Background: an optimization exercise with open tools, aiming at small area. Do not read the settings as production practice. The RTL was checked by simulation tests, not by an equivalence proof against the original design. Power is estimated from default activity; no workload was simulated.

## design/flow/design.v

```verilog
`timescale 1ns/1ps
`default_nettype none
package sha256_pkg;
  typedef logic [32-1:0] sha256_word_t;
  typedef logic [512-1:0] sha256_block_t;
  typedef logic [256-1:0] sha256_state_t;
  typedef logic [$clog2(64)-1:0] round_idx_t;
  typedef logic [6-1:0] block_count_t;
  typedef logic [3:0] digit_t;
  localparam sha256_state_t SHA256_IV = {
    32'h6a09e667, 32'hbb67ae85, 32'h3c6ef372, 32'ha54ff53a,
    32'h510e527f, 32'h9b05688c, 32'h1f83d9ab, 32'h5be0cd19
  };
  function automatic sha256_word_t sha256_k(input round_idx_t t);
    case (t)
      6'd0: sha256_k = 32'h428a2f98;
      6'd1: sha256_k = 32'h71374491;
      6'd2: sha256_k = 32'hb5c0fbcf;
      6'd3: sha256_k = 32'he9b5dba5;
      6'd4: sha256_k = 32'h3956c25b;
      6'd5: sha256_k = 32'h59f111f1;
      6'd6: sha256_k = 32'h923f82a4;
      6'd7: sha256_k = 32'hab1c5ed5;
      6'd8: sha256_k = 32'hd807aa98;
      6'd9: sha256_k = 32'h12835b01;
      6'd10: sha256_k = 32'h243185be;
      6'd11: sha256_k = 32'h550c7dc3;
      6'd12: sha256_k = 32'h72be5d74;
      6'd13: sha256_k = 32'h80deb1fe;
      6'd14: sha256_k = 32'h9bdc06a7;
      6'd15: sha256_k = 32'hc19bf174;
      6'd16: sha256_k = 32'he49b69c1;
      6'd17: sha256_k = 32'hefbe4786;
      6'd18: sha256_k = 32'h0fc19dc6;
      6'd19: sha256_k = 32'h240ca1cc;
      6'd20: sha256_k = 32'h2de92c6f;
      6'd21: sha256_k = 32'h4a7484aa;
      6'd22: sha256_k = 32'h5cb0a9dc;
      6'd23: sha256_k = 32'h76f988da;
      6'd24: sha256_k = 32'h983e5152;
      6'd25: sha256_k = 32'ha831c66d;
      6'd26: sha256_k = 32'hb00327c8;
      6'd27: sha256_k = 32'hbf597fc7;
      6'd28: sha256_k = 32'hc6e00bf3;
      6'd29: sha256_k = 32'hd5a79147;
      6'd30: sha256_k = 32'h06ca6351;
      6'd31: sha256_k = 32'h14292967;
      6'd32: sha256_k = 32'h27b70a85;
      6'd33: sha256_k = 32'h2e1b2138;
      6'd34: sha256_k = 32'h4d2c6dfc;
      6'd35: sha256_k = 32'h53380d13;
      6'd36: sha256_k = 32'h650a7354;
      6'd37: sha256_k = 32'h766a0abb;
      6'd38: sha256_k = 32'h81c2c92e;
      6'd39: sha256_k = 32'h92722c85;
      6'd40: sha256_k = 32'ha2bfe8a1;
      6'd41: sha256_k = 32'ha81a664b;
      6'd42: sha256_k = 32'hc24b8b70;
      6'd43: sha256_k = 32'hc76c51a3;
      6'd44: sha256_k = 32'hd192e819;
      6'd45: sha256_k = 32'hd6990624;
      6'd46: sha256_k = 32'hf40e3585;
      6'd47: sha256_k = 32'h106aa070;
      6'd48: sha256_k = 32'h19a4c116;
      6'd49: sha256_k = 32'h1e376c08;
      6'd50: sha256_k = 32'h2748774c;
      6'd51: sha256_k = 32'h34b0bcb5;
      6'd52: sha256_k = 32'h391c0cb3;
      6'd53: sha256_k = 32'h4ed8aa4a;
      6'd54: sha256_k = 32'h5b9cca4f;
      6'd55: sha256_k = 32'h682e6ff3;
      6'd56: sha256_k = 32'h748f82ee;
      6'd57: sha256_k = 32'h78a5636f;
      6'd58: sha256_k = 32'h84c87814;
      6'd59: sha256_k = 32'h8cc70208;
      6'd60: sha256_k = 32'h90befffa;
      6'd61: sha256_k = 32'ha4506ceb;
      6'd62: sha256_k = 32'hbef9a3f7;
      6'd63: sha256_k = 32'hc67178f2;
      default: sha256_k = 32'h00000000;
    endcase
  endfunction
  function automatic digit_t ch(input digit_t x, y, z);
    ch = (x & y) ^ (~x & z);
  endfunction
  function automatic digit_t maj(input digit_t x, y, z);
    maj = (x & y) ^ (x & z) ^ (y & z);
  endfunction
endpackage
`default_nettype wire
`timescale 1ns/1ps
`default_nettype none
module message_schedule (
  input  wire logic                      clk,
  input  wire logic                      load,       
  input  wire logic                      expand,     
  input  wire logic [2:0]                i,          
  input  wire sha256_pkg::sha256_block_t block,
  output sha256_pkg::digit_t             w_t
);
  logic [511:0] window;
  logic [511:0] block_digits;
  sha256_pkg::digit_t s0, s1, w_new;
  logic         c1_q, c2_q, c3_q;
  logic [4:0]   sum1, sum2, sum3;
  function automatic logic tapbit(input logic [511:0] v, input logic [2:0] ii,
                                  input int base, input int u, input bit shr);
    int m, r;
    m = u / 4;
    r = u % 4;
    if (ii + m >= 8) tapbit = shr ? 1'b0 : v[4*(base + 15 - m) + r];
    else             tapbit = v[4*(base + 7 - m) + r];
  endfunction
  always_comb begin
    for (int q = 0; q < 4; q++) begin
      s0[q] = tapbit(window, i, 112, q + 7, 1'b0) ^ tapbit(window, i, 112, q + 18, 1'b0) ^
              tapbit(window, i, 112, q + 3, 1'b1);
      s1[q] = tapbit(window, i, 8, q + 17, 1'b0) ^ tapbit(window, i, 8, q + 19, 1'b0) ^
              tapbit(window, i, 8, q + 10, 1'b1);
    end
  end
  always_comb begin
    sum1 = {1'b0, s1} + {1'b0, window[4*55 +: 4]} + {4'b0, c1_q & (i != 3'd0)};
    sum2 = {1'b0, sum1[3:0]} + {1'b0, s0} + {4'b0, c2_q & (i != 3'd0)};
    sum3 = {1'b0, sum2[3:0]} + {1'b0, window[4*127 +: 4]} + {4'b0, c3_q & (i != 3'd0)};
    w_new = expand ? sum3[3:0] : 4'b0;
  end
  always_ff @(posedge clk) begin
    c1_q <= sum1[4];
    c2_q <= sum2[4];
    c3_q <= sum3[4];
  end
  always_comb begin
    for (int s = 0; s < 16; s++)
      for (int j = 0; j < 8; j++)
        block_digits[4*(8*s + 7 - j) +: 4] = block[32*s + 4*j +: 4];
  end
  always_ff @(posedge clk) begin
    window <= {window[507:0], w_new} | (block_digits & {512{load}});
  end
  assign w_t = window[4*127 +: 4];
endmodule
`default_nettype wire
`timescale 1ns/1ps
`default_nettype none
module sha256_core (
  input  wire logic                clk,
  input  wire logic [2:0]          i,           
  input  wire logic [5:0]          round,
  input  wire logic                rounds,      
  input  wire logic                feed,        
  input  wire logic                init,        
  input  wire sha256_pkg::digit_t  w_t,
  input  wire sha256_pkg::digit_t  h_tail,      
  input  wire sha256_pkg::digit_t  iv,          
  output sha256_pkg::digit_t       head         
);
  logic [255:0] work;
  sha256_pkg::digit_t sig0, sig1, k_t, ch_t, maj_t, x, y;
  logic [4:0] t1a, t1b, t1c, t1d, t2s, hs, es;
  logic       c1_q, c2_q, c3_q, c4_q, c5_q, ch_q, ce_q;
  logic       first;
  sha256_pkg::sha256_word_t k_word;
  function automatic logic tapbit(input logic [255:0] v, input logic [2:0] ii,
                                  input int base, input int u);
    int m, r;
    m = u / 4;
    r = u % 4;
    if (ii + m >= 8) tapbit = v[4*(base + 15 - m) + r];
    else             tapbit = v[4*(base + 7 - m) + r];
  endfunction
  always_comb begin
    for (int q = 0; q < 4; q++) begin
      sig0[q] = tapbit(work, i, 0, q + 2) ^ tapbit(work, i, 0, q + 13) ^
                tapbit(work, i, 0, q + 22);
      sig1[q] = tapbit(work, i, 32, q + 6) ^ tapbit(work, i, 32, q + 11) ^
                tapbit(work, i, 32, q + 25);
    end
  end
  assign first  = (i == 3'd0);
  assign k_word = sha256_pkg::sha256_k(round);
  assign k_t    = k_word[4*i +: 4];
  assign ch_t   = sha256_pkg::ch(work[4*39 +: 4], work[4*47 +: 4], work[4*55 +: 4]);
  assign maj_t  = sha256_pkg::maj(work[4*7 +: 4], work[4*15 +: 4], work[4*23 +: 4]);
  always_comb begin
    t1a = {1'b0, work[4*63 +: 4]} + {1'b0, sig1} + {4'b0, c1_q & !first};
    t1b = {1'b0, t1a[3:0]} + {1'b0, ch_t} + {4'b0, c2_q & !first};
    t1c = {1'b0, t1b[3:0]} + {1'b0, k_t} + {4'b0, c3_q & !first};
    t1d = {1'b0, t1c[3:0]} + {1'b0, w_t} + {4'b0, c4_q & !first};
    t2s = {1'b0, sig0} + {1'b0, maj_t} + {4'b0, c5_q & !first};
    x  = rounds ? t1d[3:0] : (init ? 4'b0 : work[4*63 +: 4]);
    y  = rounds ? t2s[3:0] : (init ? iv : (feed ? h_tail : 4'b0));
    hs = {1'b0, x} + {1'b0, y} + {4'b0, ch_q & !first};
    es = {1'b0, work[4*31 +: 4]} + {1'b0, rounds ? t1d[3:0] : 4'b0} + {4'b0, ce_q & !first};
  end
  always_ff @(posedge clk) begin
    c1_q <= t1a[4];
    c2_q <= t1b[4];
    c3_q <= t1c[4];
    c4_q <= t1d[4];
    c5_q <= t2s[4];
    ch_q <= hs[4];
    ce_q <= es[4];
    work <= {work[251:128], es[3:0], work[123:0], hs[3:0]};
  end
  assign head = hs[3:0];
endmodule
`default_nettype wire
`timescale 1ns/1ps
`default_nettype none
module hash_chain_ctrl (
  input  wire logic                 clk,
  input  wire logic                 block_load,
  input  wire logic                 block_start,
  input  wire logic                 message_load,
  input  wire sha256_pkg::digit_t   head,          
  output logic                      load,          
  output logic                      expand,        
  output logic [2:0]                i,
  output logic [5:0]                round,
  output logic                      rounds,
  output logic                      feed,
  output logic                      init,
  output sha256_pkg::digit_t        h_tail,
  output sha256_pkg::digit_t        iv,
  output sha256_pkg::sha256_state_t chain_value,
  output logic                      block_ready,
  output logic                      done,
  output sha256_pkg::block_count_t  block_count
);
  typedef enum logic [2:0] {
    CTRL_INIT0,      
    CTRL_INIT1,      
    CTRL_IDLE,
    CTRL_ROUNDS,
    CTRL_FEED,
    CTRL_COMPLETE
  } ctrl_state_t;
  ctrl_state_t  state;
  logic [5:0]   c;
  logic [2:0]   lap;
  logic         last_block;
  logic [255:0] chain;
  assign i           = c[2:0];
  assign round       = {lap, c[5:3]};
  assign block_ready = (state == CTRL_IDLE) && (c == 6'd63);
  assign load        = block_ready && block_start;
  assign rounds      = (state == CTRL_ROUNDS);
  assign expand      = rounds && (lap < 3'd6);
  assign feed        = (state == CTRL_FEED);
  assign init        = (state == CTRL_INIT0) || (state == CTRL_INIT1);
  assign done        = (state == CTRL_COMPLETE);
  assign iv          = sha256_pkg::SHA256_IV[4*c +: 4];
  assign h_tail      = chain[4*63 +: 4];
  always_ff @(posedge clk or negedge block_load) begin
    if (!block_load) begin
      state       <= CTRL_INIT0;
      c           <= '0;
      lap         <= '0;
      last_block  <= 1'b0;
      block_count <= '0;
    end else begin
      c <= c + 1'b1;
      case (state)
        CTRL_INIT0: if (c == 6'd63) state <= CTRL_INIT1;
        CTRL_INIT1: if (c == 6'd63) state <= CTRL_IDLE;
        CTRL_IDLE: begin
          if (load) begin
            last_block  <= !message_load;
            block_count <= block_count + 1'b1;
            lap         <= '0;
            state       <= CTRL_ROUNDS;
          end
        end
        CTRL_ROUNDS: begin
          if (c == 6'd63) begin
            lap <= lap + 1'b1;
            if (lap == 3'd7) state <= CTRL_FEED;
          end
        end
        CTRL_FEED: if (c == 6'd63) state <= last_block ? CTRL_COMPLETE : CTRL_IDLE;
        CTRL_COMPLETE: state <= CTRL_COMPLETE;
        default:       state <= CTRL_INIT0;
      endcase
    end
  end
  always_ff @(posedge clk) begin
    if (init || feed) chain <= {chain[251:0], head};
  end
  always_comb begin
    for (int p = 0; p < 64; p++) chain_value[4*(63 - p) +: 4] = chain[4*p +: 4];
  end
endmodule
`default_nettype wire
`timescale 1ns/1ps
`default_nettype none
module sha256_hasher (
  input  wire logic                     clk,
  input  wire logic                     block_load,
  input  wire logic                     block_start,
  input  wire logic                     message_load,
  input  wire sha256_pkg::sha256_block_t block,
  output logic                          block_ready,
  output logic                          done,
  output sha256_pkg::sha256_state_t     hash,
  output sha256_pkg::block_count_t      block_count
);
  logic               load, expand, rounds, feed, init;
  logic [2:0]         i;
  logic [5:0]         round;
  sha256_pkg::digit_t head, h_tail, iv, w_t;
  hash_chain_ctrl u_ctrl (
    .clk          (clk),
    .block_load   (block_load),
    .block_start  (block_start),
    .message_load (message_load),
    .head         (head),
    .load         (load),
    .expand       (expand),
    .i            (i),
    .round        (round),
    .rounds       (rounds),
    .feed         (feed),
    .init         (init),
    .h_tail       (h_tail),
    .iv           (iv),
    .chain_value  (hash),
    .block_ready  (block_ready),
    .done         (done),
    .block_count  (block_count)
  );
  sha256_core u_core (
    .clk    (clk),
    .i      (i),
    .round  (round),
    .rounds (rounds),
    .feed   (feed),
    .init   (init),
    .w_t    (w_t),
    .h_tail (h_tail),
    .iv     (iv),
    .head   (head)
  );
  message_schedule u_sched (
    .clk    (clk),
    .load   (load),
    .expand (expand),
    .i      (i),
    .block  (block),
    .w_t    (w_t)
  );
endmodule
`default_nettype wire
```

## design/flow/run.sh

```bash
#!/bin/bash
# synth_recipe.tcl (not shown) runs the flow's synth.tcl, then flattens the netlist and writes it again
# the make line also repeats each setting of config.mk as NAME=value (left out here)
make -C /OpenROAD-flow-scripts/flow DESIGN_CONFIG=/design/flow/config.mk WORK_HOME=/design/flow/orfs CLKGATE_MAP_FILE= SYNTH_SCRIPT=/design/flow/synth_recipe.tcl finish
```

## design/flow/config.mk

```make
export PLATFORM = sky130hd
export DESIGN_NAME = sha256_hasher
export DESIGN_NICKNAME = sha256_hasher
export VERILOG_FILES = /design/flow/design.v
export SDC_FILE = /design/flow/constraint.sdc
export NUM_CORES = 4
export LEC_CHECK = 0
export CAP_MARGIN = 20
export CORE_MARGIN = 2
export CORE_UTILIZATION = 35
export PLACE_DENSITY = 0.5
export SLEW_MARGIN = 20
```

## design/flow/constraint.sdc

```tcl
create_clock -name core_clock -period 10.0 [get_ports {clk}]
set_input_delay 2.0000 -clock core_clock [delete_from_list [all_inputs] [get_ports {clk}]]
set_output_delay 2.0000 -clock core_clock [all_outputs]
set_load 0.01 [all_outputs]
```

==> summary.txt, run 1 <==
wire per inst=25.8 µm; Gate power share=0.024; fin crit share=0.652; setup repair bufs after CTS=0; class of the worst hold path=reg -> reg; clock root buffer master=clkbuf_16; Max rail drop VDD=0.136 mV; largest net degree at the start of global routing=246; RSZ-0062 raised after global routing=no; Post-Place Cells=4,541; Final Net Count=3,962; Power Density=184 nW/µm²; Flop pwr share=0.497; #FFs+latches synth=1,053; cts bufs inserted=109; Detailed Route WL=123,000 µm; Worst EP required=10.41 ns; Sw Ratio=0.203; I/O pin total=780; post-synthesis sequential area ratio=0.684; Placeable Area=98,300 µm²; setup TNS=0 ns; count of pins over their slew limit=0; met1 usage=0.268; crit end category=flop; asr flop ratio synth=0.0180; First-pass DRT Iterations=5; routed vias=23,637; Tot GR Track Use=0.234; Fin Clk Skew=0.0746 ns; Avg Inst Size Synth=13.4 µm²; min Tclk post-route=6.52 ns; CP Launch Type=flop; grt ovf=0; drc violations=0; initial antenna violation count=37; Clk pwr share=0.478; area of the mapped netlist=34,700 µm²; Post-synth EDFFs=256; status=no timing/DRC/antenna violations; initial DRC count=1,818; R2R Setup Slk=3.48 ns; IO buf count=779; final setup violation count=0; Place WS=3.58 ns; clock tree buffer depth=3; Final Instance Count excl. Fillers=4,757; Worst Min Path Start=u_core.work[1]; WP data arrival=6.93 ns; DP HPWL=91,700 µm; die area=102,000 µm²; Worst Tran Pin Value=1.10 ns; hold path depth=0; clock-pin transition on the worst setup and hold timing paths=0.07 ns; MaxCap Viol Count=0; Mapped Nets=3,187; r2r worst-path depth=20; Pint=6.95 mW; Worst Hold Path EP=u_core.work[5]; layout cells sized above 1=0.0703; detailed-route vias per instance=4.97; Yosys cell types=84; grt peak-use layer=met2; Post-CTS Hold Buffers=0; Post-DRT Antenna Nets=0; Post-CTS Resized=0; M3 GR Usage=0.0636; clock latency on the worst-skew pair=0.72 ns; Sw Pwr=1.77 mW; die height=319 µm; CTS tree=done; Lkg Pwr=21.8 nW; final hold vios=0; worst r2r src=u_ctrl.c[3]; Clock Sinks=1,053; Area Growth Syn to Fin=36.8%; Setup WS post-layout=3.48 ns; H-tree depth=3; reg2reg end=u_ctrl.chain[3]; Filler cells=8,834; vias in the first global route=24,654; Starting Density=0.353; global-route wire length before repair=173,000 µm; Max Clock Freq=153 MHz; Syn. warnings=3; critical path class=reg -> reg; cell count after synthesis=2,590; Worst slew margin=0.262; routing usage on met2=0.418; row count=115; critical path peak fanout=44; Die Width=319 µm; hold slack final=0.313 ns; ys flop type=dfxtp_1; RD Place Congestion=0.921
## registers in the layout, summed over array words and instances (netlist names), 3 cells and up
| name | count |
|---|---|
| u_sched.window | 512 |
| u_core.work | 256 |
| u_ctrl.chain | 256 |
| u_ctrl.block_count | 6 |
| u_ctrl.c | 6 |
| u_ctrl.lap | 3 |
| u_ctrl.state | 3 |
## through the flow
step / total power, mW / utilization / cell area [µm²]
finish: 8.73 / 0.483 / 47400
global route: 9.02 / 0.483 / 47400
CTS: 8.84 / 0.482 / 47400
detailed placement: 4.64 / 0.444 / 43600
global placement: 4.64 / 0.444 / 43600
floorplan: 4.43 / - / 34700
## metal layers
metal,vias up,wire (µm)
met2,825,62600
met4,36,4320
met1,11651,47500
met3,262,8000
met5,-,229
li1,10863,-
## cell usage in the layout (no fill, tap or decap), types with 9 or more instances in the layout
cell type        synthesis  final
a211oi_1                14     14
a21o_1                 534    534
a21oi_1                 59     58
a311oi_1                13     13
a31oi_1                 25     25
and3_1                   9      9
buf_4                    7     20
clkbuf_1                20     17
clkbuf_16                0    112
clkbuf_8                 0     25
clkdlybuf4s50_1          0    779
clkinv_2                 0     26
dfrtp_1                 19     15
dfxtp_1                778    778
diode_2                  0     11
edfxtp_1               256    256
fa_1                    20     20
ha_1                    61     61
inv_1                   42     42
mux2i_1                 37     37
nand2_1                 72     72
nand2b_1                44     44
nand3_1                 32     32
nor2_1                  49     49
nor2b_1                 32     32
nor3_1                  26     26
o211ai_1                15     15
o21ai_0                 68     68
o311ai_0                10     10
xnor2_1                 47     47
xor2_1                  21     21
## cells in the mapped netlist (37+ instances only)
| library cell | n | area, µm² |
|---|---|---|
| nand2b_1 | 44 | 275 |
| a21o_1 | 534 | 4010 |
| ha_1 | 61 | 763 |
| o21ai_0 | 68 | 340 |
| dfxtp_1 | 778 | 15600 |
| edfxtp_1 | 256 | 7690 |
| nand2_1 | 72 | 270 |
| a21oi_1 | 59 | 295 |
| xnor2_1 | 47 | 412 |
| mux2i_1 | 37 | 370 |
| inv_1 | 42 | 158 |
| nor2_1 | 49 | 184 |
| buf_2 | 102 | 510 |
## critical path, stage by stage, from the launching register on
cell and delay [ns]:
dfrtp_1 0.32, buf_4 0.45, inv_1 0.50, ha_1 0.89, and2_1 0.51, o21ai_0 0.16, o2111ai_1 0.14, nand3_1 0.09
o211ai_1 0.22, and3_1 0.35, fa_1 0.27, inv_1 0.06, fa_1 0.49, inv_1 0.07, fa_1 0.53, a21oi_1 0.07
o21ai_0 0.33, ha_1 0.31, a21o_1 0.15, a21oi_1 0.18, xnor2_1 0.10
## layout make-up
class | instances | area (µm²) | area share
Tap cell | 1287 | 1610 | 0.0339
Sequential cell | 1053 | 23700 | 0.500
Inverter | 46 | 173 | 0.00364
Clock inverter | 51 | 586 | 0.0123
Multi-Input combinational cell | 1351 | 10100 | 0.212
Antenna cell | 11 | 27.5 | 0.000580
Clock buffer | 154 | 3210 | 0.0677
Timing Repair Buffer | 804 | 8040 | 0.169
## cell families (layout without fill, tap and decap cells)
| kind of cell | after synthesis | after routing | synth area share |
|---|---|---|---|
| AO/OA/AOI/OAI | 838 | 838 | 0.176 |
| XOR/XNOR | 68 | 68 | 0.0172 |
| adder cells (fa/ha/maj) | 84 | 84 | 0.0344 |
| buffers and inverters | 186 | 1055 | 0.0264 |
| flip-flops | 1053 | 1053 | 0.684 |
| multiplexers | 47 | 47 | 0.0152 |
| other | 0 | 11 | 0 |
| AND/OR/NAND/NOR | 314 | 314 | 0.0471 |
## worst max-delay path by stage
stage	startpoint	to	cells past startpoint
after floorplan	u_ctrl.state[2]	u_ctrl.chain[0]	3
final	u_ctrl.c[3]	u_ctrl.chain[3]	20
after global routing	u_ctrl.c[3]	u_ctrl.chain[3]	20
after detailed placement	u_ctrl.c[3]	u_ctrl.chain[3]	20
after CTS	u_ctrl.c[3]	u_ctrl.chain[3]	20
after global placement	u_ctrl.c[3]	u_ctrl.chain[3]	20
## power by group through the flow
stage | Combinational (mW) | Sequential, mW | Clock [mW]
after floorplan | 0.00263 | 4.43 | 0
after global placement | 0.213 | 4.43 | 0
after detailed placement | 0.214 | 4.43 | 0
after CTS | 0.215 | 4.34 | 4.29
after global routing | 0.224 | 4.33 | 4.46
final | 0.213 | 4.34 | 4.17
==> run 2, diff against run 1 <==
--- a/design/flow/design.v
+++ b/design/flow/design.v
@@ -80,6 +80,15 @@
       default: sha256_k = 32'h00000000;
     endcase
   endfunction
+  function automatic logic [4:0] add4(input digit_t a, b, input logic cin);
+    logic c;
+    c = cin;
+    for (int q = 0; q < 4; q++) begin
+      add4[q] = a[q] ^ b[q] ^ c;
+      c       = (a[q] & b[q]) | (a[q] & c) | (b[q] & c);
+    end
+    add4[4] = c;
+  endfunction
   function automatic digit_t ch(input digit_t x, y, z);
     ch = (x & y) ^ (~x & z);
   endfunction
@@ -120,9 +129,9 @@
     end
   end
   always_comb begin
-    sum1 = {1'b0, s1} + {1'b0, window[4*55 +: 4]} + {4'b0, c1_q & (i != 3'd0)};
-    sum2 = {1'b0, sum1[3:0]} + {1'b0, s0} + {4'b0, c2_q & (i != 3'd0)};
-    sum3 = {1'b0, sum2[3:0]} + {1'b0, window[4*127 +: 4]} + {4'b0, c3_q & (i != 3'd0)};
+    sum1 = sha256_pkg::add4(s1, window[4*55 +: 4], c1_q & (i != 3'd0));
+    sum2 = sha256_pkg::add4(sum1[3:0], s0, c2_q & (i != 3'd0));
+    sum3 = sha256_pkg::add4(sum2[3:0], window[4*127 +: 4], c3_q & (i != 3'd0));
     w_new = expand ? sum3[3:0] : 4'b0;
   end
   always_ff @(posedge clk) begin
@@ -183,15 +192,15 @@
   assign ch_t   = sha256_pkg::ch(work[4*39 +: 4], work[4*47 +: 4], work[4*55 +: 4]);
   assign maj_t  = sha256_pkg::maj(work[4*7 +: 4], work[4*15 +: 4], work[4*23 +: 4]);
   always_comb begin
-    t1a = {1'b0, work[4*63 +: 4]} + {1'b0, sig1} + {4'b0, c1_q & !first};
-    t1b = {1'b0, t1a[3:0]} + {1'b0, ch_t} + {4'b0, c2_q & !first};
-    t1c = {1'b0, t1b[3:0]} + {1'b0, k_t} + {4'b0, c3_q & !first};
-    t1d = {1'b0, t1c[3:0]} + {1'b0, w_t} + {4'b0, c4_q & !first};
-    t2s = {1'b0, sig0} + {1'b0, maj_t} + {4'b0, c5_q & !first};
+    t1a = sha256_pkg::add4(work[4*63 +: 4], sig1, c1_q & !first);
+    t1b = sha256_pkg::add4(t1a[3:0], ch_t, c2_q & !first);
+    t1c = sha256_pkg::add4(t1b[3:0], k_t, c3_q & !first);
+    t1d = sha256_pkg::add4(t1c[3:0], w_t, c4_q & !first);
+    t2s = sha256_pkg::add4(sig0, maj_t, c5_q & !first);
     x  = rounds ? t1d[3:0] : (init ? 4'b0 : work[4*63 +: 4]);
     y  = rounds ? t2s[3:0] : (init ? iv : (feed ? h_tail : 4'b0));
-    hs = {1'b0, x} + {1'b0, y} + {4'b0, ch_q & !first};
-    es = {1'b0, work[4*31 +: 4]} + {1'b0, rounds ? t1d[3:0] : 4'b0} + {4'b0, ce_q & !first};
+    hs = sha256_pkg::add4(x, y, ch_q & !first);
+    es = sha256_pkg::add4(work[4*31 +: 4], rounds ? t1d[3:0] : 4'b0, ce_q & !first);
   end
   always_ff @(posedge clk) begin
     c1_q <= t1a[4];
==> design/flow/flow/run.sh (new file) <==
#!/bin/bash
# The standard layout, with the smallest buffer on the ports and no
# dummy loads in the clock tree. Each tool's output stays in orfs/logs;
# make's own output goes to flow_make.log here.
set -euo pipefail
export BUFFER_PORTS_ARGS="-buffer_cell sky130_fd_sc_hd__buf_1"
export CTS_ARGS="-sink_clustering_enable -repair_clock_nets -dont_use_dummy_load"
bash standard.sh finish > flow_make.log 2>&1
==> design/flow/standard.sh (new file) <==
#!/bin/bash
# synth_recipe.tcl (not shown) runs the flow's synth.tcl, then flattens the netlist and writes it again
# the make line also repeats each setting of config.mk as NAME=value (left out here)
make -C /OpenROAD-flow-scripts/flow DESIGN_CONFIG=/design/flow/config.mk WORK_HOME=/design/flow/orfs CLKGATE_MAP_FILE= SYNTH_SCRIPT=/design/flow/synth_recipe.tcl "${@:-finish}"
--- a/design/flow/config.mk
+++ b/design/flow/config.mk
@@ -7,6 +7,6 @@
 export LEC_CHECK = 0
 export CAP_MARGIN = 20
 export CORE_MARGIN = 2
-export CORE_UTILIZATION = 35
-export PLACE_DENSITY = 0.5
+export CORE_UTILIZATION = 60
+export PLACE_DENSITY = 0.7
 export SLEW_MARGIN = 20
removed: design/flow/run.sh
==> run 2 against run 1 <==
  * Fmax decreased by 9.3%
  * Critical path type unchanged
  * Final cell count decreased by 15%
  * Global-route usage increased by 12 points
  * Sequential share of layout area increased by 9.3 points
  * Synthesized area decreased by 1.9%
  * Die area decreased by 42%
  * Largest power group unchanged
  * Non-clock buffer count increased by 7
  * Final area decreased by 16%
  * Count of clock-buffer cells in the layout decreased by 59
  * Critical path depth decreased by 2
==> summary.txt, run 2 <==
cell count after synthesis=2,504 (-3.3%); Area Growth Syn to Fin=17.6%; critical path class=reg -> reg; Lkg Pwr=19.3 nW (-11%); IO buf count=779 (unchanged); class of the worst hold path=reg -> reg; crit path cell chain=buf_4 > nor2b_1 > o21ai_0 > a311oi_1 > o221ai_1 > o2bb2ai_1 > nor4_1 > fa_1 > inv_1 > fa_1 > inv_1 > fa_1 > fa_1 > inv_1 > fa_1 > or3_1 > nand2_1 > fa_1; Clock Sinks=1,053 (unchanged); area leader, netlist=dfxtp_1; Final Net Count=3,861 (-2.5%); WP data arrival=7.51 ns (+0.58 ns); Flop pwr share=0.576 (+0.079); status=no timing/DRC/antenna violations; grt ovf=0 (unchanged); DP HPWL=77,900 µm (-15%); setup TNS=0 ns (unchanged); row count=87 (-24%); setup repair bufs after CTS=0 (unchanged); Power Total=7.70 mW (-12%); clock latency on the worst-skew pair=0.67 ns (-0.05 ns); final setup violation count=0 (unchanged); crit end category=flop; asr flop ratio synth=0.0180 (unchanged); count of pins over their slew limit=0 (unchanged); min Tclk post-route=7.19 ns (+0.669 ns); ys flop type=dfxtp_1; RSZ-0062 raised after global routing=no; clock-pin transition on the worst setup and hold timing paths=0.06 ns (about the same); #FFs+latches synth=1,053 (unchanged); Tot GR Track Use=0.358 (+0.125); Placeable Area=56,300 µm² (-43%); die height=242 µm (-24%); slowest library cell on the worst path=buf_4; Max rail drop VDD=0.163 mV (+20%); Power Density=192 nW/µm² (+4.7%); Worst EP required=10.32 ns (-0.09 ns); MaxCap Viol Count=0 (unchanged); clock root buffer master=clkbuf_16; CTS tree=done; Worst Tran Pin Value=1.09 ns (-0.0106 ns); die area=58,600 µm² (-42%); Clk pwr share=0.399 (-0.079); Sw Pwr=1.53 mW (-14%); initial DRC count=2,397 (+32%); initial antenna violation count=17 (-54%); post-synth top area share=0.458 (+0.00876); layout cells sized above 1=0.0449 (-0.0254); First-pass DRT Iterations=6 (+1); Die Width=242 µm (-24%); final hold vios=0 (unchanged); delay of the slowest cell on the worst path=0.81 ns (-0.08 ns); most common cell in the netlist=dfxtp_1; Worst slew margin=0.271 (+0.00856); Post-CTS Resized=0 (unchanged); RD Place Congestion=1.06 (+16%); H-tree depth=3 (unchanged); Post-DRT Antenna Nets=0 (unchanged); most common cell after layout, fill and taps aside=buf_1; global-route wire length before repair=155,000 µm (-10%); fin crit share=0.719 (+0.0669); Sw Ratio=0.199 (-0.00429); cts bufs inserted=95 (-13%); Syn. warnings=3 (unchanged); Pint=6.17 mW (-11%); detailed-route vias per instance=5.83 (+17%); Place WS=3.17 ns (-0.410 ns); vias in the first global route=23,824 (-3.4%); most frequent cells in the layout=779 x buf_1, 778 x dfxtp_1, 513 x a21o_1; top post-synthesis cells by area=dfxtp_1 46%, edfxtp_1 23%, a21o_1 11%; flip-flop count of the largest register after layout=512 (unchanged); drc violations=0 (unchanged); routed vias=23,586 (-0.22%); Max Clock Freq=139 MHz (-9.3%); Post-CTS Hold Buffers=0 (unchanged); Detailed Route WL=108,000 µm (-12%); CP most frequent cell=fa_1; CP Launch Type=flop; critical path peak fanout=91 (+110%); Starting Density=0.605 (+0.252); Post-synth EDFFs=256 (unchanged); Top Registers=u_sched.window (512), u_core.work (256), u_ctrl.chain (256); area of the mapped netlist=34,000 µm² (-1.9%); wire per inst=26.6 µm (+3.3%); I/O pin total=780 (unchanged); post-synthesis sequential area ratio=0.698 (+0.0134); Fin Clk Skew=0.0768 ns (+0.00223 ns); Largest Register=u_sched.window; Yosys cell types=70 (-17%); Setup WS post-layout=2.81 ns (-0.669 ns); clock tree buffer depth=3 (unchanged); Gate power share=0.024 (about the same); top cells by count, synth=778 x dfxtp_1, 513 x a21o_1, 256 x edfxtp_1; Mapped Nets=3,088 (-3.1%); Avg Inst Size Synth=13.6 µm² (+1.5%); largest net degree at the start of global routing=261 (+6.1%)
## run 2: cell types whose count changed in the layout (fill, tap and decap cells not counted), sizes merged, moves of 21 or more
cell,previous run,this run
buf,25,811
clkdlybuf4s50,779,0
clkbuf,154,95
clkinv,40,4
ha,61,28
a21o,534,513
## run 2: cell type report
| class | count | area, µm² |
|---|---|---|
| repair buffers | 811 | 3250 |
| well taps | 756 | 946 |
| clock buffers | 95 | 2380 |
| fillers | 3790 | 16300 |
| flip-flops and latches | 1053 | 23700 |
| multi-input cells | 1259 | 9450 |
| diodes | 12 | 30.0 |
| inverters | 57 | 214 |
## run 2: path summary, 6_finish.rpt
| path | start | end | slack, ns | cells after the start |
|---|---|---|---|---|
| worst max-delay path | u_ctrl.lap[0] | u_ctrl.chain[3] | 2.81 | 18 |
| worst min-delay path | u_core.work[35] | u_core.work[39] | 0.27 | 0 |
| worst max register to register | u_ctrl.lap[0] | u_ctrl.chain[3] | 2.81 | 18 |
| worst min register to register | u_core.work[35] | u_core.work[39] | 0.27 | 0 |
| max in group asynchronous | block_load | u_ctrl.c[5] | 8.31 | 2 |
| min in group asynchronous | block_load | u_ctrl.lap[1] | 1.39 | 2 |
## run 2: power groups by stage
stage               registers (mW)  logic (mW)  clock network [mW]
floorplan                     4.52      0.0704                   0
global placement              4.53       0.175                   0
detailed placement            4.53       0.183                   0
CTS                           4.44       0.187                3.10
global route                  4.44       0.204                3.26
finish                        4.44       0.185                3.08
## run 2: kinds of logic after synthesis
group	count (synthesis)	synth area share
AOI/OAI and AO/OA	775	0.166
DFF	1053	0.698
xor gates and xnor gates	51	0.0131
muxes	52	0.0175
buffers and inverters	192	0.0254
and+or+nand+nor	312	0.0461
adders and majority gates	69	0.0341
## run 2: routing by layer
layer | up-vias | GRT usage | routed length (µm) | share of wire
li1 | 10404 | - | - | -
met1 | 11524 | 0.435 | 40300 | 0.37
met2 | 1333 | 0.593 | 52200 | 0.49
met3 | 313 | 0.0974 | 9660 | 0.090
met4 | 12 | 0.177 | 5490 | 0.051
met5 | - | 0 | 74 | 0.00069
## run 2: metrics by stage
stage / hold slack [ns] / cells / cell area, µm² / util
finish: 0.270 / 4043 / 40000 / 0.711
detailed placement: 0.312 / 3933 / 37500 / 0.667
global route: 0.281 / 4038 / 40000 / 0.711
global placement: 0.310 / 3933 / 37500 / 0.667
floorplan: 0.310 / 2504 / 34000 / -
CTS: 0.268 / 4028 / 39900 / 0.709
## run 2: critical path, delay by kind of cell (launching register included)
family / cells / cell delay, ns
AOI/OAI and AO/OA: 4 / 0.88
adders and majority gates: 6 / 2.38
DFF: 1 / 0.72
and+or+nand+nor: 4 / 1.80
buffers and inverters: 4 / 1.05
==> run 3, diff against run 2 <==
--- a/design/flow/design.v
+++ b/design/flow/design.v
@@ -104,34 +104,49 @@
   input  wire logic                      load,       
   input  wire logic                      expand,     
   input  wire logic [2:0]                i,          
+  input  wire logic [5:0]                t,          
   input  wire sha256_pkg::sha256_block_t block,
   output sha256_pkg::digit_t             w_t
 );
   logic [511:0] window;
   logic [511:0] block_digits;
-  sha256_pkg::digit_t s0, s1, w_new;
+  sha256_pkg::digit_t s0, s1, w_new, w_t9;
   logic         c1_q, c2_q, c3_q;
   logic [4:0]   sum1, sum2, sum3;
+  logic         blk_t, blk_t1, blk_t9, blk_t14;
+  function automatic logic val(input logic [511:0] v, input logic [2:0] ii,
+                               input int pos, input int r, input logic blk);
+    val = v[4*pos + r] ^ (pos % 2 == 1) ^ (blk & (ii[0] ^ (pos % 2 == 0)));
+  endfunction
   function automatic logic tapbit(input logic [511:0] v, input logic [2:0] ii,
-                                  input int base, input int u, input bit shr);
+                                  input int base, input int u, input bit shr,
+                                  input logic blk);
     int m, r;
     m = u / 4;
     r = u % 4;
-    if (ii + m >= 8) tapbit = shr ? 1'b0 : v[4*(base + 15 - m) + r];
-    else             tapbit = v[4*(base + 7 - m) + r];
+    if (ii + m >= 8) tapbit = shr ? 1'b0 : val(v, ii, base + 15 - m, r, blk);
+    else             tapbit = val(v, ii, base + 7 - m, r, blk);
   endfunction
+  assign blk_t   = (t <= 6'd15);
+  assign blk_t1  = (t <= 6'd14);
+  assign blk_t9  = (t <= 6'd6);
+  assign blk_t14 = (t <= 6'd1);
   always_comb begin
     for (int q = 0; q < 4; q++) begin
-      s0[q] = tapbit(window, i, 112, q + 7, 1'b0) ^ tapbit(window, i, 112, q + 18, 1'b0) ^
-              tapbit(window, i, 112, q + 3, 1'b1);
-      s1[q] = tapbit(window, i, 8, q + 17, 1'b0) ^ tapbit(window, i, 8, q + 19, 1'b0) ^
-              tapbit(window, i, 8, q + 10, 1'b1);
+      s0[q] = tapbit(window, i, 112, q + 7, 1'b0, blk_t1) ^
+              tapbit(window, i, 112, q + 18, 1'b0, blk_t1) ^
+              tapbit(window, i, 112, q + 3, 1'b1, blk_t1);
+      s1[q] = tapbit(window, i, 8, q + 17, 1'b0, blk_t14) ^
+              tapbit(window, i, 8, q + 19, 1'b0, blk_t14) ^
+              tapbit(window, i, 8, q + 10, 1'b1, blk_t14);
+      w_t9[q] = val(window, i, 55, q, blk_t9);
+      w_t[q]  = val(window, i, 127, q, blk_t);
     end
   end
   always_comb begin
-    sum1 = sha256_pkg::add4(s1, window[4*55 +: 4], c1_q & (i != 3'd0));
+    sum1 = sha256_pkg::add4(s1, w_t9, c1_q & (i != 3'd0));
     sum2 = sha256_pkg::add4(sum1[3:0], s0, c2_q & (i != 3'd0));
-    sum3 = sha256_pkg::add4(sum2[3:0], window[4*127 +: 4], c3_q & (i != 3'd0));
+    sum3 = sha256_pkg::add4(sum2[3:0], w_t, c3_q & (i != 3'd0));
     w_new = expand ? sum3[3:0] : 4'b0;
   end
   always_ff @(posedge clk) begin
@@ -145,9 +160,17 @@
         block_digits[4*(8*s + 7 - j) +: 4] = block[32*s + 4*j +: 4];
   end
   always_ff @(posedge clk) begin
-    window <= {window[507:0], w_new} | (block_digits & {512{load}});
+    for (int p = 0; p < 128; p++) begin
+      for (int r = 0; r < 4; r++) begin
+        if (p == 0)
+          window[r] <= load ? ~block_digits[r] : w_new[r];
+        else if (p % 2 == 1)
+          window[4*p + r] <= ~(window[4*(p-1) + r] | (block_digits[4*p + r] & load));
+        else
+          window[4*p + r] <= ~((!load | block_digits[4*p + r]) & window[4*(p-1) + r]);
+      end
+    end
   end
-  assign w_t = window[4*127 +: 4];
 endmodule
 `default_nettype wire
 `timescale 1ns/1ps
@@ -355,6 +378,7 @@
     .load   (load),
     .expand (expand),
     .i      (i),
+    .t      (round),
     .block  (block),
     .w_t    (w_t)
   );
--- a/design/flow/config.mk
+++ b/design/flow/config.mk
@@ -8,5 +8,6 @@
 export CAP_MARGIN = 20
 export CORE_MARGIN = 2
 export CORE_UTILIZATION = 60
+export CTS_BUF_LIST = sky130_fd_sc_hd__clkbuf_4
 export PLACE_DENSITY = 0.7
 export SLEW_MARGIN = 20
==> run 3 against run 2 <==
  * Highest routed layer unchanged
  * Synthesized cell count increased by 2.0%
  * Critical endpoint unchanged
  * Wire length increased by 8.7%
  * Sequential share of layout area increased by 1.8 points
==> summary.txt, run 3 <==
vias in the first global route=24,699 (+3.7%); Clk pwr share=0.411 (+0.012); Post-CTS Hold Buffers=0 (unchanged); final hold vios=0 (unchanged); top post-synthesis cells by area=dfxtp_1 47%, edfxtp_1 23%, o21ai_0 5.0%; layout cells sized above 1=0.0461 (+0.00123); ys flop type=dfxtp_1; Tot GR Track Use=0.397 (+0.0390); flip-flop count of the largest register after layout=512 (unchanged); Largest Register=u_sched.window; class of the worst hold path=reg -> reg; final setup violation count=0 (unchanged); Gate power share=0.012 (-0.012); Post-DRT Antenna Nets=0 (unchanged); global-route wire length before repair=164,000 µm (+5.6%); Place WS=2.81 ns (-0.355 ns); setup repair bufs after CTS=0 (unchanged); clock latency on the worst-skew pair=0.67 ns (about the same); Post-CTS Resized=0 (unchanged); Max rail drop VDD=0.202 mV (+24%); most frequent cells in the layout=779 x buf_1, 778 x dfxtp_1, 326 x o21ai_0; MaxCap Viol Count=0 (unchanged); drc violations=0 (unchanged); Sw Pwr=1.50 mW (-2.2%); status=no timing/DRC/antenna violations; Detailed Route WL=117,000 µm (+8.7%); initial DRC count=2,985 (+25%); post-synth top area share=0.473 (+0.0151); Area Growth Syn to Fin=17.8%; slowest library cell on the worst path=ha_1; Starting Density=0.610 (+0.00511); largest net degree at the start of global routing=184 (-30%); H-tree depth=3 (unchanged); Worst EP required=10.31 ns (about the same); RSZ-0062 raised after global routing=no; Worst Hold Path EP=u_core.work[109]; Flop pwr share=0.576 (about the same); First-pass DRT Iterations=9 (+3); count of pins over their slew limit=0 (unchanged); routed vias=24,902 (+5.6%); grt ovf=0 (unchanged); cell count after synthesis=2,555 (+2.0%); Mapped Nets=3,138 (+1.6%); Post-Place Cells=3,920 (-0.33%); Die Width=238 µm (-1.6%); Worst slew margin=0.239 (-0.0314); delay-heaviest family, CP=adder cells; I/O pin total=780 (unchanged); Yosys cell types=75 (+7.1%); WP data arrival=7.72 ns (+0.21 ns); critical path peak fanout=30 (-67%); CP most frequent cell=fa_1; R2R Setup Slk=2.60 ns (-0.21 ns); CTS tree=done; row count=85 (-2.3%); Syn. warnings=3 (unchanged); Power Density=194 nW/µm² (+0.77%); wire per inst=29.1 µm (+9.2%); Top Registers=u_sched.window (512), u_core.work (256), u_ctrl.chain (256); crit path cell chain=buf_4 > inv_1 > ha_1 > nor2b_1 > or3_1 > a311oi_1 > a311o_1 > o211a_1 > or4_1 > fa_1 > fa_1 > fa_1 > inv_1 > fa_1 > nand2_1 > o22ai_1 > a22oi_1 > fa_1 > inv_1 > fa_1; cts bufs inserted=94 (-1.1%); Fin Clk Skew=0.0904 ns (+0.0136 ns); die area=56,800 µm² (-3.1%); detailed-route vias per instance=6.18 (+6.0%); fin crit share=0.740 (+0.0213); CP bufs+invs=4 (unchanged); clock root buffer master=clkbuf_16; Worst Tran Pin Value=1.14 ns (+0.0471 ns); Avg Inst Size Synth=12.9 µm² (-5.1%); top cells by count, synth=778 x dfxtp_1, 326 x o21ai_0, 316 x a21oi_1; Max Clock Freq=135 MHz (-2.9%); Final Instance Count excl. Fillers=4,027 (-0.40%); Clock Sinks=1,053 (unchanged); Setup WS post-layout=2.60 ns (-0.213 ns); r2r worst-path depth=20 (+2); clock-pin transition on the worst setup and hold timing paths=0.07 ns (about the same); area leader, netlist=dfxtp_1; clock tree buffer depth=3 (unchanged); Post-synth EDFFs=256 (unchanged); Worst Min Path Start=u_core.work[105]; most common cell in the netlist=dfxtp_1; #FFs+latches synth=1,053 (unchanged); RD Place Congestion=0.988 (-7.2%); worst r2r src=u_ctrl.c[4]; reg2reg end=u_ctrl.chain[3]; IO buf count=779 (unchanged); Pint=6.03 mW (-2.3%); crit end category=flop; Final Net Count=3,903 (+1.1%); critical path class=reg -> reg; initial antenna violation count=12 (-5); die height=238 µm (-1.6%); DP HPWL=79,800 µm (+2.4%); asr flop ratio synth=0.0180 (unchanged); hold path depth=0 (unchanged); Sw Ratio=0.199 (about the same); Lkg Pwr=14.8 nW (-23%); Placeable Area=54,000 µm² (-4.0%); post-synthesis sequential area ratio=0.720 (+0.0230); CP Launch Type=flop; area of the mapped netlist=32,900 µm² (-3.2%); min Tclk post-route=7.40 ns (+0.213 ns); setup TNS=0 ns (unchanged); most common cell after layout, fill and taps aside=buf_1; delay of the slowest cell on the worst path=0.68 ns (-0.13 ns)
-- run 3: cell families after synthesis --
kind of cell,after synthesis,synth area share
xor+xnor,60,0.0160
fa+ha+maj,68,0.0349
simple gates,322,0.0484
compound gates,806,0.138
buf+inv,199,0.0250
mux,47,0.0174
flops,1053,0.720
-- run 3: area by class of cell --
cell class | count | area (µm²)
well taps | 696 | 871
fillers | 3459 | 15200
multi-input cells | 1303 | 8410
repair buffers | 812 | 3180
flip-flops and latches | 1053 | 23700
clock buffers | 94 | 2350
diodes | 13 | 32.5
inverters | 56 | 210
-- run 3: stage by stage --
stage	power [mW]	hold slack [ns]	utilization	instance area, µm²
2_1_floorplan	4.43	0.310	-	33000
3_3_place_gp	4.52	0.310	0.674	36400
3_5_place_dp	4.52	0.312	0.674	36400
4_1_cts	7.52	0.280	0.718	38800
5_1_grt	7.68	0.282	0.718	38800
6_report	7.52	0.262	0.718	38800
-- run 3: worst reg2reg max path, stage by stage (launching register included) --
cell and delay, ns:
dfrtp_1 0.32, buf_4 0.35, inv_1 0.29, ha_1 0.69
nor2b_1 0.69, or3_1 0.20, a311oi_1 0.08, a311o_1 0.34
o211a_1 0.15, or4_1 0.62, fa_1 0.46, fa_1 0.41
fa_1 0.50, inv_1 0.06, fa_1 0.55, nand2_1 0.08
o22ai_1 0.24, a22oi_1 0.15, fa_1 0.43, inv_1 0.07
fa_1 0.44
-- run 3: power groups by stage --
stage / clock network [mW] / logic [mW] / registers, mW
floorplan: 0 / 0.00121 / 4.43
global placement: 0 / 0.0844 / 4.43
detailed placement: 0 / 0.0863 / 4.43
CTS: 3.09 / 0.0903 / 4.34
global route: 3.24 / 0.0986 / 4.34
finish: 3.10 / 0.0924 / 4.34
-- run 3: routing by layer --
layer,track usage,part of all wire,vias to the layer above
met5,0,0.00011,-
met4,0.186,0.051,2
met2,0.641,0.48,1679
met3,0.0924,0.094,335
li1,-,-,10562
met1,0.511,0.38,12324
-- run 3: worst max path at each step --
stage               slack, ns             from               to  cells past startpoint
CTS                      2.74      u_ctrl.c[4]  u_ctrl.chain[3]                     20
global placement         2.85      u_ctrl.c[4]  u_ctrl.chain[3]                     20
detailed placement       2.81      u_ctrl.c[4]  u_ctrl.chain[3]                     20
floorplan                1.27  u_ctrl.state[0]  u_ctrl.chain[0]                      3
finish                   2.60      u_ctrl.c[4]  u_ctrl.chain[3]                     20
global route             2.35      u_ctrl.c[4]  u_ctrl.chain[3]                     19
==> run 4, diff against run 3 <==
--- a/design/flow/config.mk
+++ b/design/flow/config.mk
@@ -8,6 +8,5 @@
 export CAP_MARGIN = 20
 export CORE_MARGIN = 2
 export CORE_UTILIZATION = 60
-export CTS_BUF_LIST = sky130_fd_sc_hd__clkbuf_4
 export PLACE_DENSITY = 0.7
 export SLEW_MARGIN = 20
==> run 4 against run 3 <==
  * Still clean
  * Sequential share of layout area stayed put
  * First-iteration DRC count stayed put
  * Clock skew stayed put
  * Final cell count stayed put
  * Via count stayed put
  * Register-to-register slack hardly changed
  * Count of clock-buffer cells in the layout stayed put
  * Die area stayed put
  * Critical path type unchanged
==> summary.txt, run 4 <==
status=no timing/DRC/antenna violations; area of the mapped netlist=32,900 µm² (unchanged); setup TNS=0 ns (unchanged); wire per inst=29.1 µm (unchanged); DP Area=36,400 µm² (unchanged); largest net degree at the start of global routing=184 (unchanged); top cells by count, synth=778 x dfxtp_1, 326 x o21ai_0, 316 x a21oi_1; Top Registers=u_sched.window (512), u_core.work (256), u_ctrl.chain (256); grt ovf=0 (unchanged); H-tree depth=3 (unchanged); initial antenna violation count=12 (unchanged); global-route wire length before repair=164,000 µm (unchanged); critical path class=reg -> reg; flip-flop count of the largest register after layout=512 (unchanged); Power Density=194 nW/µm² (unchanged); Final Util=0.718 (unchanged); min Tclk post-route=7.40 ns (unchanged); post-synthesis sequential area ratio=0.720 (unchanged); area leader, netlist=dfxtp_1; die area=56,800 µm² (unchanged); class of the worst hold path=reg -> reg; Detailed Route WL=117,000 µm (unchanged); Filler cells=3,459 (unchanged); RSZ-0062 raised after global routing=no; Post-CTS Resized=0 (unchanged); area of the multi-input gates=8410 µm² (unchanged); Placeable Area=54,000 µm² (unchanged); Final Net Count=3,903 (unchanged); layout cells sized above 1=0.0461 (unchanged); clock latency on the worst-skew pair=0.67 ns (about the same); Max rail drop VDD=0.202 mV (unchanged); top post-synthesis cells by area=dfxtp_1 47%, edfxtp_1 23%, o21ai_0 5.0%; Fin Clk Skew=0.0904 ns (unchanged); clock-pin transition on the worst setup and hold timing paths=0.07 ns (about the same); fin crit share=0.740 (unchanged); CP Launch Type=flop; row count=85 (unchanged); Lkg Pwr=14.8 nW (unchanged); crit end category=flop; detailed-route vias per instance=6.18 (unchanged); R2R Setup Slk=2.60 ns (about the same); vias in the first global route=24,699 (unchanged); Worst EP required=10.31 ns (about the same); WP data arrival=7.72 ns (about the same); Post-CTS Hold Buffers=0 (unchanged); die height=238 µm (unchanged); Largest Register=u_sched.window; Post-Place Cells=3,920 (unchanged); post-route cell area=38,800 µm² (unchanged); Worst Tran Pin Value=1.14 ns (unchanged); clock tree buffer depth=3 (unchanged); Power Total=7.52 mW (unchanged); Final Instance Count excl. Fillers=4,027 (unchanged); Place WS=2.81 ns (unchanged); Post-synth EDFFs=256 (unchanged); hold slack final=0.262 ns (unchanged); final setup violation count=0 (unchanged); cts bufs inserted=94 (unchanged); most common cell after layout, fill and taps aside=buf_1; Max Clock Freq=135 MHz (unchanged); #FFs+latches synth=1,053 (unchanged); final hold vios=0 (unchanged); Syn. warnings=3 (unchanged); most common cell in the netlist=dfxtp_1; clock root buffer master=clkbuf_16; Area Growth Syn to Fin=17.8% (unchanged); Post-DRT Antenna Nets=0 (unchanged); Setup WS post-layout=2.60 ns (unchanged); Starting Density=0.610 (unchanged); asr flop ratio synth=0.0180 (unchanged); Avg Inst Size Synth=12.9 µm² (unchanged); IO buf count=779 (unchanged); most frequent cells in the layout=779 x buf_1, 778 x dfxtp_1, 326 x o21ai_0; register area=23,700 µm² (unchanged); critical path peak fanout=30 (unchanged); Tot GR Track Use=0.397 (unchanged); ys flop type=dfxtp_1; Clock Sinks=1,053 (unchanged); First-pass DRT Iterations=9 (unchanged); drc violations=0 (unchanged); Die Width=238 µm (unchanged); Mapped Nets=3,138 (unchanged); MaxCap Viol Count=0 (unchanged); RD Place Congestion=0.988 (unchanged); setup repair bufs after CTS=0 (unchanged); cell count after synthesis=2,555 (unchanged); DP HPWL=79,800 µm (unchanged); routed vias=24,902 (unchanged); CTS tree=done; count of pins over their slew limit=0 (unchanged); Worst slew margin=0.239 (unchanged); initial DRC count=2,985 (unchanged); post-synth top area share=0.473 (unchanged); Yosys cell types=75 (unchanged); I/O pin total=780 (unchanged)
-- run 4: area by class of cell --
type | instances | area share
diodes | 13 | 0.000838
clock buffers | 94 | 0.0606
inverters | 56 | 0.00542
multi-input cells | 1303 | 0.217
flip-flops and latches | 1053 | 0.612
well taps | 696 | 0.0224
repair buffers | 812 | 0.0821
-- run 4: final timing paths --
check | start | endpoint | cells after the start
min | u_core.work[105] | u_core.work[109] | 0
min reg2reg | u_core.work[105] | u_core.work[109] | 0
max reg2reg | u_ctrl.c[4] | u_ctrl.chain[3] | 20
max | u_ctrl.c[4] | u_ctrl.chain[3] | 20
max in group asynchronous | block_load | u_ctrl.lap[1] | 2
min in group asynchronous | block_load | u_ctrl.block_count[0] | 2
-- run 4: worst max-delay path: stages (launching register included) --
cell and delay (ns):
dfrtp_1 0.32, buf_4 0.35, inv_1 0.28, ha_1 0.68
nor2b_1 0.67, or3_1 0.20, a311oi_1 0.08, a311o_1 0.34
o211a_1 0.15, or4_1 0.62, fa_1 0.46, fa_1 0.41
fa_1 0.50, inv_1 0.06, fa_1 0.55, nand2_1 0.08
o22ai_1 0.24, a22oi_1 0.15, fa_1 0.43, inv_1 0.07
fa_1 0.44
-- run 4: layer usage --
| metal | wire length, µm | vias up | global-route usage |
|---|---|---|---|
| met5 | 13 | - | 0 |
| met4 | 5990 | 2 | 0.186 |
| met3 | 11100 | 335 | 0.0924 |
| met2 | 55800 | 1679 | 0.641 |
| met1 | 44300 | 12324 | 0.511 |
| li1 | - | 10562 | - |
-- run 4: cells by family (layout without fill, tap and decap cells) --
family | Yosys count | count (layout) | share of synthesized area
flip-flops | 1053 | 1053 | 0.720
AO/OA/AOI/OAI | 806 | 806 | 0.138
AND/OR/NAND/NOR | 322 | 322 | 0.0484
buffers and inverters | 199 | 962 | 0.0250
adder cells (fa/ha/maj) | 68 | 68 | 0.0349
XOR/XNOR | 60 | 60 | 0.0160
multiplexers | 47 | 47 | 0.0174
other | 0 | 13 | 0
-- run 4: power breakdown --
| part | leakage [nW] | internal [mW] | total [mW] | switching (mW) |
|---|---|---|---|---|
| registers | 9.75 | 4.34 | 4.34 | 0 |
| logic | 3.86 | 0.0460 | 0.0924 | 0.0464 |
| clock network | 1.16 | 1.65 | 3.10 | 1.45 |
| total | 14.8 | 6.03 | 7.52 | 1.50 |
==> run 5, diff against run 4 <==
==> design/flow/flow/run.sh (replaced) <==
#!/bin/bash
# The standard layout, with the smallest buffer on the ports and a
# clock tree of small buffers without dummy loads. Each tool's output
# stays in orfs/logs; make's own output goes to flow_make.log here.
set -euo pipefail
export BUFFER_PORTS_ARGS="-buffer_cell sky130_fd_sc_hd__buf_1"
export CTS_ARGS="-sink_clustering_enable -repair_clock_nets -dont_use_dummy_load -buf_list sky130_fd_sc_hd__clkbuf_4"
bash standard.sh finish > flow_make.log 2>&1
==> run 5 against run 4 <==
  * Wire length is 6.3% lower
  * Die area unchanged
  * Non-clock buffer count unchanged
  * Count of clock-buffer cells in the layout up 137
  * Clock power is 21% lower
  * Critical path depth did not move
  * Core utilization fell by 1.2 points
  * Clock skew increased by 0.077 ns
  * Register-to-register slack improved by 0.11 ns
  * Still clean on timing, DRC and antenna
  * First-iteration DRC count shrank 12%
  * Highest routed layer unchanged
  * Sequential share of layout area grew 1.0 points
  * Synthesized cell count stayed put
==> summary.txt, run 5 <==
Fin Clk Skew=0.167 ns (+0.0767 ns); R2R Setup Slk=2.71 ns (+0.11 ns); most common cell in the netlist=dfxtp_1; First-pass DRT Iterations=5 (-4); Lkg Pwr=14.7 nW (-0.65%); routed vias=24,730 (-0.69%); MaxCap Viol Count=0 (unchanged); area leader, netlist=dfxtp_1; post-synthesis sequential area ratio=0.720 (unchanged); wire per inst=26.4 µm (-9.3%); count of pins over their slew limit=0 (unchanged); reg2reg end=u_ctrl.chain[3]; setup TNS=0 ns (unchanged); setup repair bufs after CTS=0 (unchanged); critical path class=reg -> reg; initial antenna violation count=12 (unchanged); area of the mapped netlist=32,900 µm² (unchanged); class of the worst hold path=reg -> reg; Filler cells=3,711 (+7.3%); top cells by count, synth=778 x dfxtp_1, 326 x o21ai_0, 316 x a21oi_1; Worst Hold Path EP=u_core.work[104]; Yosys cell types=75 (unchanged); Max Clock Freq=137 MHz (+1.5%); Final Net Count=4,040 (+3.5%); Worst slew margin=0.253 (+0.0140); largest net degree at the start of global routing=184 (unchanged); Top Registers=u_sched.window (512), u_core.work (256), u_ctrl.chain (256); Detailed Route WL=110,000 µm (-6.3%); Post-synth EDFFs=256 (unchanged); Max rail drop VDD=0.146 mV (-28%); r2r worst-path depth=20 (unchanged); drc violations=0 (unchanged); flip-flop count of the largest register after layout=512 (unchanged); Die Width=238 µm (unchanged); DP HPWL=79,800 µm (unchanged); initial DRC count=2,612 (-12%); worst r2r src=u_ctrl.c[4]; clock latency on the worst-skew pair=1.06 ns (+0.39 ns); most common cell after layout, fill and taps aside=buf_1; grt ovf=0 (unchanged); row count=85 (unchanged); Power Density=180 nW/µm² (-7.2%); clock root buffer master=clkbuf_4; clock-pin transition on the worst setup and hold timing paths=0.06 ns (about the same); Starting Density=0.610 (unchanged); cell count after synthesis=2,555 (unchanged); Clock Sinks=1,053 (unchanged); global-route wire length before repair=157,000 µm (-4.3%); DP Area=36,400 µm² (unchanged); status=no timing/DRC/antenna violations; post-route cell area=38,200 µm² (-1.6%); Final Util=0.707 (-0.0117); #FFs+latches synth=1,053 (unchanged); most frequent cells in the layout=779 x buf_1, 778 x dfxtp_1, 326 x o21ai_0; WP data arrival=7.96 ns (+0.24 ns); final setup violation count=0 (unchanged); Mapped Nets=3,138 (unchanged); cts bufs inserted=231 (+150%); Post-DRT Antenna Nets=0 (unchanged); RD Place Congestion=0.988 (unchanged); post-synth top area share=0.473 (unchanged); min Tclk post-route=7.29 ns (-0.111 ns); top post-synthesis cells by area=dfxtp_1 47%, edfxtp_1 23%, o21ai_0 5.0%; fin crit share=0.729 (-0.0111); vias in the first global route=24,816 (+0.47%); Syn. warnings=3 (unchanged); RSZ-0062 raised after global routing=no; asr flop ratio synth=0.0180 (unchanged); critical path peak fanout=30 (unchanged); hold slack final=0.219 ns (-0.0432 ns); Worst EP required=10.66 ns (+0.35 ns); final hold vios=0 (unchanged); Area Growth Syn to Fin=15.9%; die area=56,800 µm² (unchanged); Worst Min Path Start=u_core.work[100]; Largest Register=u_sched.window; Post-CTS Resized=0 (unchanged); H-tree depth=4 (+1); ys flop type=dfxtp_1; Tot GR Track Use=0.379 (-0.0179); IO buf count=779 (unchanged); crit end category=flop; Post-CTS Hold Buffers=0 (unchanged); Placeable Area=54,000 µm² (unchanged); hold path depth=0 (unchanged); die height=238 µm (unchanged); CTS tree=done; detailed-route vias per instance=5.95 (-3.8%); layout cells sized above 1=0.0839 (+0.0378); I/O pin total=780 (unchanged); Worst Tran Pin Value=1.12 ns (-0.0211 ns); CP Launch Type=flop; Power Total=6.87 mW (-8.7%); clock tree buffer depth=3 (unchanged); Avg Inst Size Synth=12.9 µm² (unchanged)
## run 5: final cells by class
class                      instances  area, µm²  area share
antenna                            8       20.0    0.000524
sequential                      1053      23700       0.622
timing repair buffer             812       3180      0.0834
clock buffer                     231       1730      0.0454
multi-input combinational       1303       8410       0.220
tap                              696        871      0.0228
inverter                          56        210     0.00551
## run 5: logic make-up (layout without fill, tap and decap cells)
| logic type | Yosys count | in the layout | synth area share |
|---|---|---|---|
| adders and majority gates | 68 | 68 | 0.0349 |
| muxes | 47 | 47 | 0.0174 |
| xor gates and xnor gates | 60 | 60 | 0.0160 |
| AOI/OAI and AO/OA | 806 | 806 | 0.138 |
| and+or+nand+nor | 322 | 322 | 0.0484 |
| other | 0 | 8 | 0 |
| DFF | 1053 | 1053 | 0.720 |
| buffers and inverters | 199 | 1099 | 0.0250 |
## run 5: layer usage
metal,up-vias,global-route usage,routed length (µm)
met5,-,0,13
met2,1577,0.596,51700
met1,12029,0.489,42000
met4,2,0.180,4770
met3,262,0.107,11200
li1,10860,-,-
## run 5: critical path, stage by stage (launching register included)
cell and delay, ns:
dfrtp_1 0.32, buf_4 0.35, inv_1 0.28, ha_1 0.68, nor2b_1 0.68, or3_1 0.20
a311oi_1 0.08, a311o_1 0.35, o211a_1 0.15, or4_1 0.61, fa_1 0.45, fa_1 0.40
fa_1 0.50, inv_1 0.06, fa_1 0.55, nand2_1 0.07, o22ai_1 0.18, a22oi_1 0.12
fa_1 0.42, inv_1 0.07, fa_1 0.44
## run 5: per-stage QoR
step                setup WS, ns  instances
detailed placement          2.81       3920
global placement            2.85       3920
finish                      2.71       4159
global route                2.42       4158
CTS                         2.79       4151
floorplan                   1.27       2555
## run 5: power breakdown
group	switching, mW	internal, mW
clock network	1.40	1.04
logic	0.0429	0.0460
registers	0	4.34
total	1.45	5.43
## run 5: worst max-delay path by stage
stage | startpoint | end | cells after the start
after floorplan | u_ctrl.state[0] | u_ctrl.chain[0] | 3
after global placement | u_ctrl.c[4] | u_ctrl.chain[3] | 20
after detailed placement | u_ctrl.c[4] | u_ctrl.chain[3] | 20
after CTS | u_ctrl.c[4] | u_ctrl.chain[3] | 20
after global routing | u_ctrl.c[4] | u_ctrl.chain[3] | 19
final | u_ctrl.c[4] | u_ctrl.chain[3] | 20
==> run 6, diff against run 5 <==
==> design/flow/flow/run.sh (replaced) <==
#!/bin/bash
# The standard layout, with the smallest buffer on the ports and a
# clock tree of small buffers without dummy loads. Each tool's output
# stays in orfs/logs; make's own output goes to flow_make.log here.
set -euo pipefail
export BUFFER_PORTS_ARGS="-buffer_cell sky130_fd_sc_hd__buf_1"
export CTS_ARGS="-sink_clustering_enable -repair_clock_nets -dont_use_dummy_load -buf_list {sky130_fd_sc_hd__clkbuf_2 sky130_fd_sc_hd__clkbuf_4 sky130_fd_sc_hd__clkbuf_8}"
bash standard.sh finish > flow_make.log 2>&1
==> run 6 against run 5 <==
  * Fmax increased by 0.14%
  * Critical path type unchanged
  * Sequential power barely moved
  * Combinational power up 2.8%
  * Clock skew decreased by 0.089 ns
==> summary.txt, run 6 <==
initial antenna violation count=15 (+3); cts bufs inserted=148 (-36%); Yosys cell types=75 (unchanged); First-pass DRT Iterations=6 (+1); Mapped Nets=3,138 (unchanged); DR WL met3=10,800 µm (-3.4%); Final Net Count=3,957 (-2.1%); layout cells sized above 1=0.0614 (-0.0225); clock-pin transition on the worst setup and hold timing paths=0.06 ns (about the same); area of the mapped netlist=32,900 µm² (unchanged); Pint=5.69 mW (+4.9%); top post-synthesis cells by area=dfxtp_1 47%, edfxtp_1 23%, o21ai_0 5.0%; grt ovf=0 (unchanged); Post-CTS Hold Buffers=0 (unchanged); Lkg Pwr=14.7 nW (about the same); Syn. warnings=3 (unchanged); #FFs+latches synth=1,053 (unchanged); Avg Inst Size Synth=12.9 µm² (unchanged); Worst Setup SP=u_ctrl.c[4]; crit end category=flop; CTS tree=done; WL met1=43,400 µm (+3.1%); RSZ-0062 raised after global routing=no; Worst Tran Pin Value=1.12 ns (+0.00431 ns); die area=56,800 µm² (unchanged); Placeable Area=54,000 µm² (unchanged); drc violations=0 (unchanged); asr flop ratio synth=0.0180 (unchanged); Power Density=186 nW/µm² (+3.2%); most common cell in the netlist=dfxtp_1; hold slack final=0.293 ns (+0.0747 ns); IO buf count=779 (unchanged); Worst EP required=10.48 ns (-0.18 ns); Gate power share=0.013 (about the same); MaxCap Viol Count=0 (unchanged); setup repair bufs after CTS=0 (unchanged); area leader, netlist=dfxtp_1; Die Width=238 µm (unchanged); Sw Pwr=1.46 mW (+1.0%); Final Instance Count excl. Fillers=4,079 (-1.9%); Post-CTS Resized=0 (unchanged); most frequent cells in the layout=779 x buf_1, 778 x dfxtp_1, 326 x o21ai_0; Post-Place Cells=3,920 (unchanged); Clk pwr share=0.381 (+0.025); DP HPWL=79,800 µm (unchanged); status=no timing/DRC/antenna violations; initial DRC count=2,799 (+7.2%); fin crit share=0.728 (-0.000986); top cells by count, synth=778 x dfxtp_1, 326 x o21ai_0, 316 x a21oi_1; min Tclk post-route=7.28 ns (-0.00986 ns); post-synth top area share=0.473 (unchanged); row count=85 (unchanged); WL met2=53,600 µm (+3.7%); final hold vios=0 (unchanged); Flop pwr share=0.607 (-0.024); final setup violation count=0 (unchanged); Tot GR Track Use=0.390 (+0.0106); Largest Register=u_sched.window; Fin Clk Skew=0.0776 ns (-0.0895 ns); Post-DRT Antenna Nets=0 (unchanged); vias in the first global route=24,727 (-0.36%); clock latency on the worst-skew pair=0.78 ns (-0.28 ns); detailed-route vias per instance=6.04 (+1.6%); cell count after synthesis=2,555 (unchanged); highest routed layer=met5; die height=238 µm (unchanged); setup TNS=0 ns (unchanged); clock root buffer master=clkbuf_8; Top Registers=u_sched.window (512), u_core.work (256), u_ctrl.chain (256); Max rail drop VDD=0.180 mV (+23%); clock tree buffer depth=3 (unchanged); most common cell after layout, fill and taps aside=buf_1; critical path peak fanout=30 (unchanged); Clock Sinks=1,053 (unchanged); Sw Ratio=0.204 (-0.00618); Post-synth EDFFs=256 (unchanged); global-route wire length before repair=160,000 µm (+2.4%); Worst slew margin=0.251 (-0.00287); CP Launch Type=flop; I/O pin total=780 (unchanged); Worst Min Path Start=u_core.work[209]; R2R Setup Slk=2.72 ns (about the same); class of the worst hold path=reg -> reg; post-synthesis sequential area ratio=0.720 (unchanged); count of pins over their slew limit=0 (unchanged); RD Place Congestion=0.988 (unchanged); worst r2r src=u_ctrl.c[4]; Max Clock Freq=137 MHz (+0.14%); WP data arrival=7.76 ns (-0.20 ns); H-tree depth=4 (unchanged); Starting Density=0.610 (unchanged); Detailed Route WL=113,000 µm (+3.1%); critical path class=reg -> reg; largest net degree at the start of global routing=184 (unchanged); routed vias=24,640 (-0.36%); flip-flop count of the largest register after layout=512 (unchanged); ys flop type=dfxtp_1; wire per inst=27.7 µm (+5.1%); Area Growth Syn to Fin=16.8%; Power Total=7.15 mW (+4.1%)
[run 6: cell counts after synthesis]
No cell type changed its count.
[run 6: worst paths after layout]
path | depth (start not counted) | endpoint
max reg2reg | 20 | u_ctrl.chain[3]
min in group asynchronous | 2 | u_ctrl.block_count[1]
max in group asynchronous | 2 | u_ctrl.c[5]
max | 20 | u_ctrl.chain[3]
min | 0 | u_core.work[213]
min reg2reg | 0 | u_core.work[213]
[run 6: metrics by stage]
stage / setup slack [ns] / util / area (µm²)
after global routing: 2.49 / 0.712 / 38500
after global placement: 2.85 / 0.674 / 36400
after floorplan: 1.27 / - / 33000
after CTS: 2.82 / 0.712 / 38500
final: 2.72 / 0.712 / 38500
after detailed placement: 2.81 / 0.674 / 36400
[run 6: cells by family after synthesis]
| group | share of synthesized area |
|---|---|
| buffers and inverters | 0.0250 |
| multiplexers | 0.0174 |
| AND/OR/NAND/NOR | 0.0484 |
| flip-flops | 0.720 |
| XOR/XNOR | 0.0160 |
| AO/OA/AOI/OAI | 0.138 |
| adder cells (fa/ha/maj) | 0.0349 |
[run 6: power by group through the flow]
stage / sequential, mW / clock [mW] / combinational, mW
after global placement: 4.43 / 0 / 0.0844
after global routing: 4.34 / 2.92 / 0.0977
final: 4.34 / 2.72 / 0.0914
after detailed placement: 4.43 / 0 / 0.0863
after floorplan: 4.43 / 0 / 0.00121
after CTS: 4.34 / 2.74 / 0.0897
[run 6: layout make-up]
cell class,instances,area (µm²)
Timing Repair Buffer,812,3180
Tap cell,696,871
Fill cell,3567,15500
Clock buffer,148,2040
Inverter,56,210
Antenna cell,11,27.5
Multi-Input combinational cell,1303,8410
Sequential cell,1053,23700
[run 6: worst max-delay path, cell delays in order, from the launching register on]
cell and delay [ns]:
dfrtp_1 0.32, buf_4 0.34, inv_1 0.27, ha_1 0.69, nor2b_1 0.68, or3_1 0.20
a311oi_1 0.08, a311o_1 0.35, o211a_1 0.15, or4_1 0.62, fa_1 0.45, fa_1 0.40
fa_1 0.50, inv_1 0.06, fa_1 0.55, nand2_1 0.07, o22ai_1 0.17, a22oi_1 0.12
fa_1 0.42, inv_1 0.08, fa_1 0.44
[run 6: layer usage]
layer  vias to the layer above  track usage
li1                      10651            -
met5                         -            0
met3                       301        0.102
met2                      1605        0.622
met4                         4        0.187
met1                     12079        0.500
